What follows belongs to an exercise in optimizing a design on an open flow for small area, a short achievable clock period and few clock cycles per item; a production flow would make more cautious choices.
In this exercise RTL edits were held to simulation tests only and were not proved equivalent to the original.

==> flow/design.v (excerpt) <==
module congestion_window_controller (
  input  wire logic                 clk,
  input  wire logic                 rst_n,
  input  wire logic                 in_tvalid,
  output logic                      in_tready,
  input  wire logic [63:0]          in_tdata,    
  output logic                      out_tvalid,
  input  wire logic                 out_tready,
  output logic      [15:0]          out_tdata,   
  output logic      [1:0]           out_tuser,   
  input  wire logic                 cfg_valid,
  output logic                      cfg_ready,
  input  wire logic [CFG_IDX_W-1:0] cfg_index,
  input  wire logic [REG_W-1:0]     cfg_data
);
Size: roughly 2300 cells after synthesis, roughly 210 flip-flops, ~110 I/O pins.
clock: 6.0 ns
lec_check: 0
cap_margin: 20
core_margin: 2
core_utilization: 40
setup_slack_margin: 2.5
slew_margin: 20
standard.sh (not shown) runs the stock make flow with config.mk's settings and CLKGATE_MAP_FILE= SYNTH_SCRIPT=/design/flow/synth_recipe.tcl, a recipe that flattens the netlist after the stock synthesis.
==> flow/flow/run.sh <==
#!/bin/bash
# The standard layout (the standard.sh, unchanged synthesis and steps), with the ports
# buffered by a plain buffer (sky130_fd_sc_hd__buf_2) instead of the delay cell buffer_ports
# picks by itself. Every tool's output goes to standard.log here; ORFS's own step logs are under
# orfs/logs/.
set -euo pipefail
export BUFFER_PORTS_ARGS="-buffer_cell sky130_fd_sc_hd__buf_2"
bash standard.sh > standard.log 2>&1
Testbench counts at the start, summed over its fixed seeds: cycles 76,194, items 9,378.
Change:
- CTS_BUF_LIST: unset -> sky130_fd_sc_hd__clkbuf_4 sky130_fd_sc_hd__clkbuf_8
- CTS_CLUSTER_SIZE: unset -> 20
- SETUP_SLACK_MARGIN: 2.5 -> 2.75
Maximum frequency rose by a few percent.
Critical path depth rose by 1.
Cell area rose by a little under a tenth.
Synthesized area is unchanged.
Clock-buffer cell count rose by 23.
Core utilization rose by 3.8 points.
Wire length rose by a few percent.
Change:
- CTS_BUF_LIST: sky130_fd_sc_hd__clkbuf_4 sky130_fd_sc_hd__clkbuf_8 -> unset
- CTS_CLUSTER_SIZE: 20 -> unset
- SETUP_SLACK_MARGIN: 2.75 -> 2.0
Result: Register-to-register slack gets worse by 570 ps. Design area went down by about 12%. Routed wire length shrinks by 4.5%. Via count drops by 4.1%. Utilization fell by 6.0 points. Global-route usage shrinks by 0.90 points. Hold slack loses 4.4 ps. Area after synthesis stays the same.
Change:
- SETUP_SLACK_MARGIN: 2.0 -> 2.75
What happened: The changed run produced a clean layout; design area is higher by roughly a tenth; routed wire length is higher by a few percent; register-to-register slack improved by 630 ps; hold slack improved by 5.9 ps; clock skew is lower by 25 ps; area after synthesis is unchanged; die area stays the same; global-route usage is higher by 0.42 points; via count is higher by a few percent; worst setup slack improved by 630 ps.
Change:
==> flow/run.sh (new file) <==
#!/bin/bash
# synth_recipe.tcl (not shown) runs the flow's synth.tcl, then flattens the netlist and writes it again
# the make line also repeats each setting of config.mk as NAME=value (left out here)
make -C /OpenROAD-flow-scripts/flow DESIGN_CONFIG=/design/flow/config.mk WORK_HOME=/design/flow/orfs CLKGATE_MAP_FILE= SYNTH_SCRIPT=/design/flow/synth_recipe.tcl finish
- SETUP_SLACK_MARGIN: 2.75 -> 2.5
removed: flow/flow/run.sh
removed: flow/standard.sh
What happened: Non-clock buffer count shrinks by 38. Flip-flop and latch count does not change.

* * *

congestion_window_controller again, from the RTL that the note above started with.
export LEC_CHECK = 0
export CAP_MARGIN = 20
export CORE_MARGIN = 2
export CORE_UTILIZATION = 40
export SETUP_SLACK_MARGIN = 2.75
export SLEW_MARGIN = 20
create_clock -name core_clock -period 6.0 [get_ports {clk}]
==> flow/flow/run.sh <==
#!/bin/bash
# The standard layout (the standard.sh, unchanged synthesis and steps), with the ports
# buffered by a plain buffer (sky130_fd_sc_hd__buf_1) instead of the delay cell buffer_ports
# picks by itself. Every tool's output goes to standard.log here; ORFS's own step logs are under
# orfs/logs/.
set -euo pipefail
export BUFFER_PORTS_ARGS="-buffer_cell sky130_fd_sc_hd__buf_1"
bash standard.sh > standard.log 2>&1
Testbench counts at the start, summed over its fixed seeds: cycles 76,194, items 9,378.
Change:
==> flow/flow/run.sh (replaced) <==
#!/bin/bash
# The standard layout (the standard.sh, unchanged synthesis and steps), with the ports
# buffered by a plain buffer (sky130_fd_sc_hd__buf_2) instead of the delay cell buffer_ports
# picks by itself. Every tool's output goes to standard.log here; ORFS's own step logs are under
# orfs/logs/.
set -euo pipefail
export BUFFER_PORTS_ARGS="-buffer_cell sky130_fd_sc_hd__buf_2"
bash standard.sh > standard.log 2>&1
- CTS_BUF_LIST: unset -> sky130_fd_sc_hd__clkbuf_4 sky130_fd_sc_hd__clkbuf_8
- CTS_CLUSTER_SIZE: unset -> 20
- SETUP_SLACK_MARGIN: 2.75 -> 2.5
Result: Cell count is lower by 1.2%. Non-clock buffer count is lower by 63. Global-route usage stays flat. Wire length is lower by about 2.2%. Die area stays the same.

==> separate check: timing with driven ports <==
How much do the figures lean on ideal ports? The routed layouts below were timed once more, with nothing changed but the port constraints.
Step 1, drivers: a clkbuf_16 drives clk and a buf_2 each remaining input, both assumed.
Step 2, shift: input delay + t, output delay - t, t = (earliest + latest rising clock arrival at the registers) / 2. This alone moves slack from input paths to output paths.
Slacks: ideal ports / drivers / drivers and shift; pairs: ideal ports / drivers.
| run | shift t [ns] | setup slack, ns | worst setup path after step 2 |
|---|---|---|---|
| the first run of note 1 | 0.625 | 2.530 / 2.495 / 2.258 | input to register |
| the second run of note 1 | 0.659 | 2.677 / 2.677 / 2.330 | input to register |
| the third run of note 1 | 0.622 | 2.105 / 2.105 / 2.067 | input to register |
| the fourth run of note 1 | 0.615 | 2.735 / 2.735 / 2.355 | input to register |
| the fifth run of note 1 | 0.625 | 2.518 / 2.518 / 2.040 | input to register |
| the first run of note 2 | 0.622 | 2.657 / 2.657 / 2.282 | input to register |
| the second run of note 2 | 0.683 | 2.516 / 2.516 / 2.204 | input to register |
After both steps setup and hold are still met in every run listed. For the fifth run of note 1, which loses most, drivers alone change the setup slack by 0.000 ns; drivers and shift together by -0.478 ns.
